What follows belongs to an exercise in optimizing a design on an open flow for small area; a production flow would make more cautious choices.
Only simulation tests tie the RTL to the original design; equivalence was not proved.
Power and IR drop assume default switching activity.

[design.v]
`timescale 1ns/1ns
package calc_cfg_pkg;
    localparam int DATA_W = 8;
    localparam int REG_DEPTH = 32;
    localparam int ADDR_W = $clog2(REG_DEPTH);
    localparam int SLOT_FIRST = 1;
    localparam int SLOT_LAST_BASE = 28;
    localparam int KEY_W = 4;
    localparam int LED_W = 16;
endpackage
`timescale 1ns/1ns
package calc_ctrl_pkg;
    typedef enum logic [4:0] {
        wait_a    = 5'd0,
        check_a   = 5'd1,
        error_a   = 5'd2,
        store_a   = 5'd3,
        read_a    = 5'd4,
        show_a    = 5'd5,
        wait_op   = 5'd6,
        check_op  = 5'd7,
        error_op  = 5'd8,
        hold_op   = 5'd9,
        wait_b    = 5'd10,
        check_b   = 5'd11,
        error_b   = 5'd12,
        store_b   = 5'd13,
        read_b    = 5'd14,
        show_b    = 5'd15,
        wait_ent  = 5'd16,
        check_ent = 5'd17,
        error_ent = 5'd18,
        load      = 5'd19,
        compute   = 5'd20,
        store_res = 5'd21,
        read_res  = 5'd22,
        show_res  = 5'd23,
        next      = 5'd24
    } calc_step_e;
    localparam logic [3:0] key_max_digit = 4'd9;
    localparam logic [3:0] key_enter = 4'd15;
    typedef enum logic [3:0] {
        op_add = 4'd10,
        op_sub = 4'd11,
        op_and = 4'd12,
        op_or  = 4'd13,
        op_xor = 4'd14
    } alu_op_e;
endpackage
`timescale 1ns/1ns
module calc_alu #(
    parameter int DATA_W = calc_cfg_pkg::DATA_W
) (
    input  logic                   clk_i,
    input  logic                   store_i,
    input  calc_ctrl_pkg::alu_op_e op_i,
    input  logic [DATA_W-1:0]      a_i,
    input  logic [DATA_W-1:0]      b_i,
    output logic [DATA_W-1:0]      result_o
);
    always_comb begin
        case (op_i)
            calc_ctrl_pkg::op_add: begin
                result_o = a_i + b_i;
            end
            calc_ctrl_pkg::op_sub: begin
                result_o = a_i - b_i;
            end
            calc_ctrl_pkg::op_and: begin
                result_o = a_i & b_i;
            end
            calc_ctrl_pkg::op_or: begin
                result_o = a_i | b_i;
            end
            calc_ctrl_pkg::op_xor: begin
                result_o = a_i ^ b_i;
            end
            default: begin
                result_o = '0;
            end
        endcase
    end
endmodule
`timescale 1ns/1ns
module reg_file #(
    parameter int DATA_W = calc_cfg_pkg::DATA_W,
    parameter int REG_DEPTH = calc_cfg_pkg::REG_DEPTH,
    localparam int ADDR_W = $clog2(REG_DEPTH)
) (
    input  logic              clk_i,
    input  logic              reset_i,
    input  logic              wr_en_i,
    input  logic [ADDR_W-1:0] wr_addr_i,
    input  logic [DATA_W-1:0] wr_data_i,
    input  logic [ADDR_W-1:0] rd_addr_a_i,
    input  logic [ADDR_W-1:0] rd_addr_b_i,
    output logic [DATA_W-1:0] rd_data_a_o,
    output logic [DATA_W-1:0] rd_data_b_o
);
    logic [DATA_W-1:0] regs [REG_DEPTH];
    always_ff @(posedge clk_i, posedge reset_i) begin
        if (reset_i) begin
            for (int i = 0; i < REG_DEPTH; i++) begin
                regs[i] <= '0;
            end
        end else if (wr_en_i) begin
            regs[wr_addr_i] <= wr_data_i;
        end
    end
    assign rd_data_a_o = regs[rd_addr_a_i];
    assign rd_data_b_o = regs[rd_addr_b_i];
endmodule
`timescale 1ns/1ns
module calc_sequencer #(
    parameter int DATA_W = calc_cfg_pkg::DATA_W,
    parameter int ADDR_W = calc_cfg_pkg::ADDR_W
) (
    input  logic                           clk_i,
    input  logic                           reset_i,
    input  logic [calc_cfg_pkg::KEY_W-1:0] key_i,
    input  logic                           key_valid_i,
    input  logic [DATA_W-1:0]              alu_result_i,
    output logic                           wr_en_o,
    output logic [ADDR_W-1:0]              wr_addr_o,
    output logic [ADDR_W-1:0]              rd_addr_a_o,
    output logic [ADDR_W-1:0]              rd_addr_b_o,
    output logic [DATA_W-1:0]              wr_data_o,
    output calc_ctrl_pkg::alu_op_e         alu_op_o,
    output logic                           alu_store_o,
    output logic [calc_cfg_pkg::LED_W-1:0] led_o,
    output logic                           disp_we_o
);
    calc_ctrl_pkg::calc_step_e        step_q;
    calc_ctrl_pkg::calc_step_e        step_d;
    logic [calc_cfg_pkg::KEY_W-1:0]  key_q;
    logic [calc_cfg_pkg::KEY_W-1:0]  op_q;
    logic [ADDR_W-1:0] base_q;
    logic [ADDR_W-1:0] slot_b;
    logic [ADDR_W-1:0] slot_res;
    logic              waiting;
    logic              key_is_digit;
    logic              key_is_op;
    logic              key_is_enter;
    assign waiting = (step_q == calc_ctrl_pkg::wait_a || step_q == calc_ctrl_pkg::wait_op || step_q == calc_ctrl_pkg::wait_b || step_q == calc_ctrl_pkg::wait_ent);
    assign key_is_digit = key_q <= calc_ctrl_pkg::key_max_digit;
    assign key_is_op = (key_q >= calc_ctrl_pkg::op_add) && (key_q <= calc_ctrl_pkg::op_xor);
    assign key_is_enter = key_q == calc_ctrl_pkg::key_enter;
    always_comb begin
        step_d = step_q;
        case (step_q)
            calc_ctrl_pkg::wait_a: begin
                if (key_valid_i) begin
                    step_d = calc_ctrl_pkg::check_a;
                end
            end
            calc_ctrl_pkg::check_a:   step_d = key_is_digit ? calc_ctrl_pkg::store_a : calc_ctrl_pkg::error_a;
            calc_ctrl_pkg::error_a:   step_d = calc_ctrl_pkg::wait_a;
            calc_ctrl_pkg::store_a:   step_d = calc_ctrl_pkg::read_a;
            calc_ctrl_pkg::read_a:    step_d = calc_ctrl_pkg::show_a;
            calc_ctrl_pkg::show_a:    step_d = calc_ctrl_pkg::wait_op;
            calc_ctrl_pkg::wait_op: begin
                if (key_valid_i) begin
                    step_d = calc_ctrl_pkg::check_op;
                end
            end
            calc_ctrl_pkg::check_op:  step_d = key_is_op ? calc_ctrl_pkg::hold_op : calc_ctrl_pkg::error_op;
            calc_ctrl_pkg::error_op:  step_d = calc_ctrl_pkg::wait_op;
            calc_ctrl_pkg::hold_op:   step_d = calc_ctrl_pkg::wait_b;
            calc_ctrl_pkg::wait_b: begin
                if (key_valid_i) begin
                    step_d = calc_ctrl_pkg::check_b;
                end
            end
            calc_ctrl_pkg::check_b:   step_d = key_is_digit ? calc_ctrl_pkg::store_b : calc_ctrl_pkg::error_b;
            calc_ctrl_pkg::error_b:   step_d = calc_ctrl_pkg::wait_b;
            calc_ctrl_pkg::store_b:   step_d = calc_ctrl_pkg::read_b;
            calc_ctrl_pkg::read_b:    step_d = calc_ctrl_pkg::show_b;
            calc_ctrl_pkg::show_b:    step_d = calc_ctrl_pkg::wait_ent;
            calc_ctrl_pkg::wait_ent: begin
                if (key_valid_i) begin
                    step_d = calc_ctrl_pkg::check_ent;
                end
            end
            calc_ctrl_pkg::check_ent: step_d = key_is_enter ? calc_ctrl_pkg::load : calc_ctrl_pkg::error_ent;
            calc_ctrl_pkg::error_ent: step_d = calc_ctrl_pkg::wait_ent;
            calc_ctrl_pkg::load:      step_d = calc_ctrl_pkg::compute;
            calc_ctrl_pkg::compute:   step_d = calc_ctrl_pkg::store_res;
            calc_ctrl_pkg::store_res: step_d = calc_ctrl_pkg::read_res;
            calc_ctrl_pkg::read_res:  step_d = calc_ctrl_pkg::show_res;
            calc_ctrl_pkg::show_res:  step_d = calc_ctrl_pkg::next;
            calc_ctrl_pkg::next:      step_d = calc_ctrl_pkg::wait_a;
            default:   step_d = calc_ctrl_pkg::wait_a;
        endcase
    end
    always_ff @(posedge clk_i, posedge reset_i) begin
        if (reset_i) begin
            step_q <= calc_ctrl_pkg::wait_a;
            op_q <= '0;
            base_q <= ADDR_W'(calc_cfg_pkg::SLOT_FIRST);
        end else begin
            step_q <= step_d;
            if (step_q == calc_ctrl_pkg::check_op && key_is_op) begin
                op_q <= key_q;
            end else if (step_q == calc_ctrl_pkg::next) begin
                op_q <= '0;
            end
            if (step_q == calc_ctrl_pkg::next) begin
                if (base_q == ADDR_W'(calc_cfg_pkg::SLOT_LAST_BASE)) begin
                    base_q <= ADDR_W'(calc_cfg_pkg::SLOT_FIRST);
                end else begin
                    base_q <= base_q + ADDR_W'(3);
                end
            end
        end
    end
    always_ff @(posedge clk_i) begin
        if (waiting && key_valid_i) begin
            key_q <= key_i;
        end
    end
    assign slot_b = base_q + ADDR_W'(1);
    assign slot_res = base_q + ADDR_W'(2);
    assign wr_en_o = (step_q == calc_ctrl_pkg::store_a || step_q == calc_ctrl_pkg::store_b || step_q == calc_ctrl_pkg::store_res);
    always_comb begin
        case (step_q)
            calc_ctrl_pkg::store_b:   wr_addr_o = slot_b;
            calc_ctrl_pkg::store_res: wr_addr_o = slot_res;
            default:   wr_addr_o = base_q;
        endcase
    end
    assign wr_data_o = (step_q == calc_ctrl_pkg::store_res) ? alu_result_i : DATA_W'(key_q);
    assign rd_addr_a_o = base_q;
    always_comb begin
        case (step_q)
            calc_ctrl_pkg::read_a, calc_ctrl_pkg::show_a:     rd_addr_b_o = base_q;
            calc_ctrl_pkg::read_res, calc_ctrl_pkg::show_res: rd_addr_b_o = slot_res;
            default:            rd_addr_b_o = slot_b;
        endcase
    end
    assign disp_we_o = (step_q == calc_ctrl_pkg::show_a || step_q == calc_ctrl_pkg::show_b || step_q == calc_ctrl_pkg::show_res);
    assign alu_op_o = calc_ctrl_pkg::alu_op_e'(op_q);
    assign alu_store_o = step_q == calc_ctrl_pkg::store_res;
    always_comb begin
        if (step_q == calc_ctrl_pkg::next) begin
            led_o = '1;
        end else begin
            led_o = '0;
            led_o[15:11] = step_q;
            led_o[9:6] = op_q;
            led_o[0] = (step_q == calc_ctrl_pkg::error_a || step_q == calc_ctrl_pkg::error_op || step_q == calc_ctrl_pkg::error_b || step_q == calc_ctrl_pkg::error_ent);
        end
    end
endmodule
`timescale 1ns/1ns
module calc_top #(
    parameter int DATA_W = calc_cfg_pkg::DATA_W,
    parameter int REG_DEPTH = calc_cfg_pkg::REG_DEPTH,
    localparam int ADDR_W = $clog2(REG_DEPTH)
) (
    input  logic                           clk_i,
    input  logic                           reset_i,
    input  logic [calc_cfg_pkg::KEY_W-1:0] key_i,
    input  logic                           key_valid_i,
    output logic [calc_cfg_pkg::LED_W-1:0] led_o,
    output logic                           disp_we_o,
    output logic [DATA_W-1:0]              disp_data_o
);
    logic              wr_en;
    logic [ADDR_W-1:0] wr_addr;
    logic [DATA_W-1:0] wr_data;
    logic [ADDR_W-1:0] rd_addr_a;
    logic [ADDR_W-1:0] rd_addr_b;
    logic [DATA_W-1:0] rd_data_a;
    logic [DATA_W-1:0] rd_data_b;
    logic [DATA_W-1:0] alu_result;
    logic              alu_store;
    calc_ctrl_pkg::alu_op_e alu_op;
    calc_sequencer #(
        .DATA_W (DATA_W),
        .ADDR_W (ADDR_W)
    ) u_sequencer (
        .clk_i        (clk_i),
        .reset_i      (reset_i),
        .key_i        (key_i),
        .key_valid_i  (key_valid_i),
        .alu_result_i (alu_result),
        .wr_en_o      (wr_en),
        .wr_addr_o    (wr_addr),
        .rd_addr_a_o  (rd_addr_a),
        .rd_addr_b_o  (rd_addr_b),
        .wr_data_o    (wr_data),
        .alu_op_o     (alu_op),
        .alu_store_o  (alu_store),
        .led_o        (led_o),
        .disp_we_o    (disp_we_o)
    );
    reg_file #(
        .DATA_W    (DATA_W),
        .REG_DEPTH (REG_DEPTH)
    ) u_reg_file (
        .clk_i       (clk_i),
        .reset_i     (reset_i),
        .wr_en_i     (wr_en),
        .wr_addr_i   (wr_addr),
        .wr_data_i   (wr_data),
        .rd_addr_a_i (rd_addr_a),
        .rd_addr_b_i (rd_addr_b),
        .rd_data_a_o (rd_data_a),
        .rd_data_b_o (rd_data_b)
    );
    calc_alu #(
        .DATA_W (DATA_W)
    ) u_alu (
        .clk_i    (clk_i),
        .store_i  (alu_store),
        .op_i     (alu_op),
        .a_i      (rd_data_a),
        .b_i      (rd_data_b),
        .result_o (alu_result)
    );
    assign disp_data_o = rd_data_b;
endmodule
[run.sh]
#!/bin/bash
# synth_recipe.tcl (not shown) runs the flow's synth.tcl, then flattens the netlist and writes it again
# the make line also repeats each setting of config.mk as NAME=value (left out here)
make -C /OpenROAD-flow-scripts/flow DESIGN_CONFIG=/design/flow/config.mk WORK_HOME=/design/flow/orfs CLKGATE_MAP_FILE= SYNTH_SCRIPT=/design/flow/synth_recipe.tcl finish
[config.mk]
export PLATFORM = sky130hd
export DESIGN_NAME = calc_top
export DESIGN_NICKNAME = calc_top
export VERILOG_FILES = /design/flow/design.v
export SDC_FILE = /design/flow/constraint.sdc
export NUM_CORES = 4
export LEC_CHECK = 0
export CAP_MARGIN = 20
export CORE_MARGIN = 2
export CORE_UTILIZATION = 40
export SLEW_MARGIN = 20
[constraint.sdc]
create_clock -name core_clock -period 10.0 [get_ports {clk_i}]
set_input_delay 2.0000 -clock core_clock [delete_from_list [all_inputs] [get_ports {clk_i}]]
set_output_delay 2.0000 -clock core_clock [all_outputs]
set_load 0.01 [all_outputs]
==> notes.md <==
* Status: timing/DRC/antenna clean
* F_max at 117 MHz
* DIE HEIGHT at 208 um
* Mapped Cells at 1923
* Leakage power total at 7.50 nW
* Root buf cell: clkbuf_16
* CP max-delay cell: nor4_1
* Max Root-Sink Buffers at 3
* Clock share of power at 0.275
* Die width at 208 um
* Post-synth cell types at 96
* Maximum VDD drop at 0.165 mV
* Min Tclk post-route at 8540 ps
* Tcrit/Tclk final at 0.854
* Die footprint at 43200 sq um
* DR vias at 16.4k
* Synth Net Count at 1964
* Detailed placement HPWL at 59.0 mm
* Initial Util at 0.406
* Combinational Power Share at 0.415
* Ys flop type: dfrtp_1
* P_sw at 1.84 mW
* CTS sink count at 274
* Power density over the cells at 240 nW/um^2
* Top Family by Delay on Critical Path: simple AND/OR/NAND/NOR gates
* Synth Warn # at 4
* CP Data Arrival Time at 6540 ps
* Cells after DPL at 2382
* Routed Antenna Nets at 0
* Vias in the first global route at 15.2k
* Slew Limit Headroom at 0.0714
* Global-route wire length before repair at 119 mm
* Mapped cell area at 16600 sq um
* Post-CTS setup repair buffer count at 0
* Post-Layout Inst Area at 18400 sq um
* CP Data Required Time at 8000 ps
* Syn_area_per_cell at 8.64 sq um
* Maximum fanout along the worst path at 25
* TritonRoute pass-1 iters at 8
* Fill count at 4063
* Skew final at 61.3 ps
* Post-synth EDFFs at 4
* Crit-path max cell delay at 880 ps
* Residual DRC at 0
* Net Sw Frac at 0.418
* CTS Hold Bufs at 0
* RSZ-0062 raised after global routing: no
* Gr usage total at 0.385
* Setup TNS at 0 ps
* Seq pwr share at 0.310
* Fin. max-slew vios at 0
* Clock transition at path regs at 60 ps
* Worst slew pin tran at 1390 ps
* Crit path setup slack, layout at 1460 ps
* Pint at 2.56 mW
* Fin. Hold Viols at 0
* Setup CP Type: reg -> out
* DR vias/cell at 6.72
* Pre-CTS setup slack at 2070 ps
* Final Non-Filler Cells at 2439
* Layout cells sized above 1 at 0.111
* Startpoint types: register
* Crit path from: u_sequencer.base_q[0]
* Antenna violations before repair at 4
* Sequential fraction of the synthesis area at 0.414
* Dpl cell area at 17300 sq um
* Critical Path End Type: output pin
* Nets at 1923
* # H-tree levels at 1
* Hold WC Path Type: reg -> reg
* WL/cell at 34.5 um
* WP buf/inv at 5
* Total CTS buffers at 30
* P&R area growth vs syn at 10.5%
* CTS tree: built
* Clock Latency Late Sink at 640 ps
* Post-Route WL at 84.3 mm
* Yosys reg bits at 274
* PortBufs at 31
* WHS at 513 ps
* Final GP Congestion at 1.11
* Grt ovf at 0
* Largest net degree at the start of global routing at 159
* Count of final setup violators at 0
* Max-cap viol count at 0
* CP dominant cell by count: inv_1
* Cell Rows at 74
* Ys async rst share at 0.985
* Min-delay src: u_reg_file.regs[13][4]
* Reg-to-Reg Start: u_sequencer.base_q[0]
* Post-CTS resize count at 0
* Core ar. at 40900 sq um
* Starting DRC count in detailed routing at 2599
* Ports at 32
* Worst path cell trace: ha_1 -> inv_1 -> nor2_1 -> ha_1 -> inv_1 -> o21ai_0 -> o221a_2 -> buf_4 -> mux2_2 -> a221oi_1 -> o211ai_1 -> nor4_1 -> or2_2 -> inv_1 -> clkdlybuf4s50_1
-- layout by cell type, fill, tap and decap left out, types with 18 or more instances in the layout --
cell	count
clkdlybuf4s50_1	31
nand3_1	86
inv_1	37
a221oi_1	40
o21ai_2	30
dfrtp_1	269
o21ai_0	248
a22oi_1	65
buf_4	46
o22ai_1	21
nor2_1	109
clkbuf_16	30
mux2i_1	43
mux2_2	45
ha_1	33
nand4_1	21
a21oi_1	99
nand2_1	322
nor2b_1	18
nor3_1	30
-- worst paths after layout --
path	cells past startpoint	slack [ps]	to
worst max-delay path	15	1460	disp_data_o[2]
worst min-delay path	2	510	u_reg_file.regs[13][4]
worst max register to register	26	1830	u_reg_file.regs[14][7]
worst min register to register	2	510	u_reg_file.regs[13][4]
max in group asynchronous	3	6680	u_reg_file.regs[22][0]
min in group asynchronous	2	1890	u_reg_file.regs[13][3]
-- power groups by stage --
| stage | sequential, mW | combinational (mW) | clock [mW] |
|---|---|---|---|
| 2_1_floorplan | 1.24 | 1.33 | 0 |
| 3_3_place_gp | 1.37 | 1.78 | 0 |
| 5_1_grt | 1.37 | 1.96 | 1.27 |
| 3_5_place_dp | 1.37 | 1.79 | 0 |
| 4_1_cts | 1.35 | 1.79 | 1.22 |
| 6_report | 1.37 | 1.83 | 1.21 |
-- area by class of cell --
cell class | count | area, sq um | area share
antenna | 2 | 5.00 | 0.000272
clock buffer | 40 | 848 | 0.0462
multi-input combinational | 1456 | 8910 | 0.485
timing repair buffer | 79 | 687 | 0.0374
inverter | 41 | 161 | 0.00879
clock inverter | 15 | 218 | 0.0119
sequential | 274 | 6880 | 0.374
tap | 532 | 666 | 0.0362
-- metrics by stage --
stage	power, mW	utilization
after global routing	4.59	0.449
after detailed placement	3.16	0.423
final	4.40	0.449
after global placement	3.15	0.422
after floorplan	2.58	-
after CTS	4.37	0.449
-- metal layers --
metal | up-vias | GRT usage | wire, um
met2 | 1122 | 0.560 | 35500
li1 | 6940 | - | -
met3 | 256 | 0.0843 | 8630
met4 | 2 | 0.218 | 5700
met5 | - | 0.00667 | 40
met1 | 8080 | 0.528 | 34300
-- state kept, by name, summed over array words and instances, names as in the netlist --
register / flops
u_sequencer.key_q: 4
u_sequencer.step_q: 5
u_reg_file.regs: 256
u_sequencer.base_q: 5
u_sequencer.op_q: 4
-- synth_stat cells (6+ instances only) --
cell,number,area [sq um]
o22ai_1,21,131
a32o_1,7,70.1
nand2_1,324,1220
a211oi_1,9,67.6
buf_4,10,75.1
a21oi_1,99,495
o32ai_1,8,70.1
dfrtp_1,269,6730
a21o_1,6,45.0
nand2b_1,12,75.1
a31oi_1,13,81.3
a222oi_1,12,120
clkbuf_1,86,323
buf_2,34,170
mux2_2,45,507
a22oi_1,69,518
nor3_1,33,165
inv_1,38,143
and2_1,11,68.8
ha_1,33,413
buf_6,7,78.8
or3_1,10,62.6
nor2b_1,18,113
buf_1,11,41.3
o21ai_0,248,1240
mux2i_1,43,430
nor2_1,109,409
xnor2_1,15,131
nand4_1,21,131
a22o_1,12,105
and3_1,11,68.8
nand3_1,86,430
a221oi_1,40,350
o21ai_2,30,263
-- kinds of logic after synthesis --
kind of cell	count (synthesis)	share of synthesized area
AOI/OAI and AO/OA	650	0.258
adders and majority gates	34	0.0260
xor gates and xnor gates	20	0.0105
and+or+nand+nor	663	0.179
DFF	274	0.414
muxes	89	0.0577
buffers and inverters	193	0.0543
-- worst min-delay path, cell delays in order (launching register included) --
cell     delay, ps
dfrtp_1        360
nand2_1         50
o21ai_0         70

[separate check: timing with driven ports]
The flow's constraints put no driver on any port. The routed layout listed below was extracted and timed again, unchanged, in two steps. Step 1, drivers: a clkbuf_16 drives clk_i and a buf_2 each remaining input, both assumed. Step 2, shift: input delay + t, output delay - t, t = (earliest + latest rising clock arrival at the registers) / 2. This alone moves slack from input paths to output paths. a / b / c = ideal / step 1 / step 2; a / b = the first two.
shift t [ns]: 0.671
setup WS [ns]: 1.460 / 1.401 / 1.833
worst setup path at the end: register to register
After both steps setup and hold are still met in this run. The setup slack of this run moves by -0.059 ns with the drivers and by +0.373 ns with both steps.
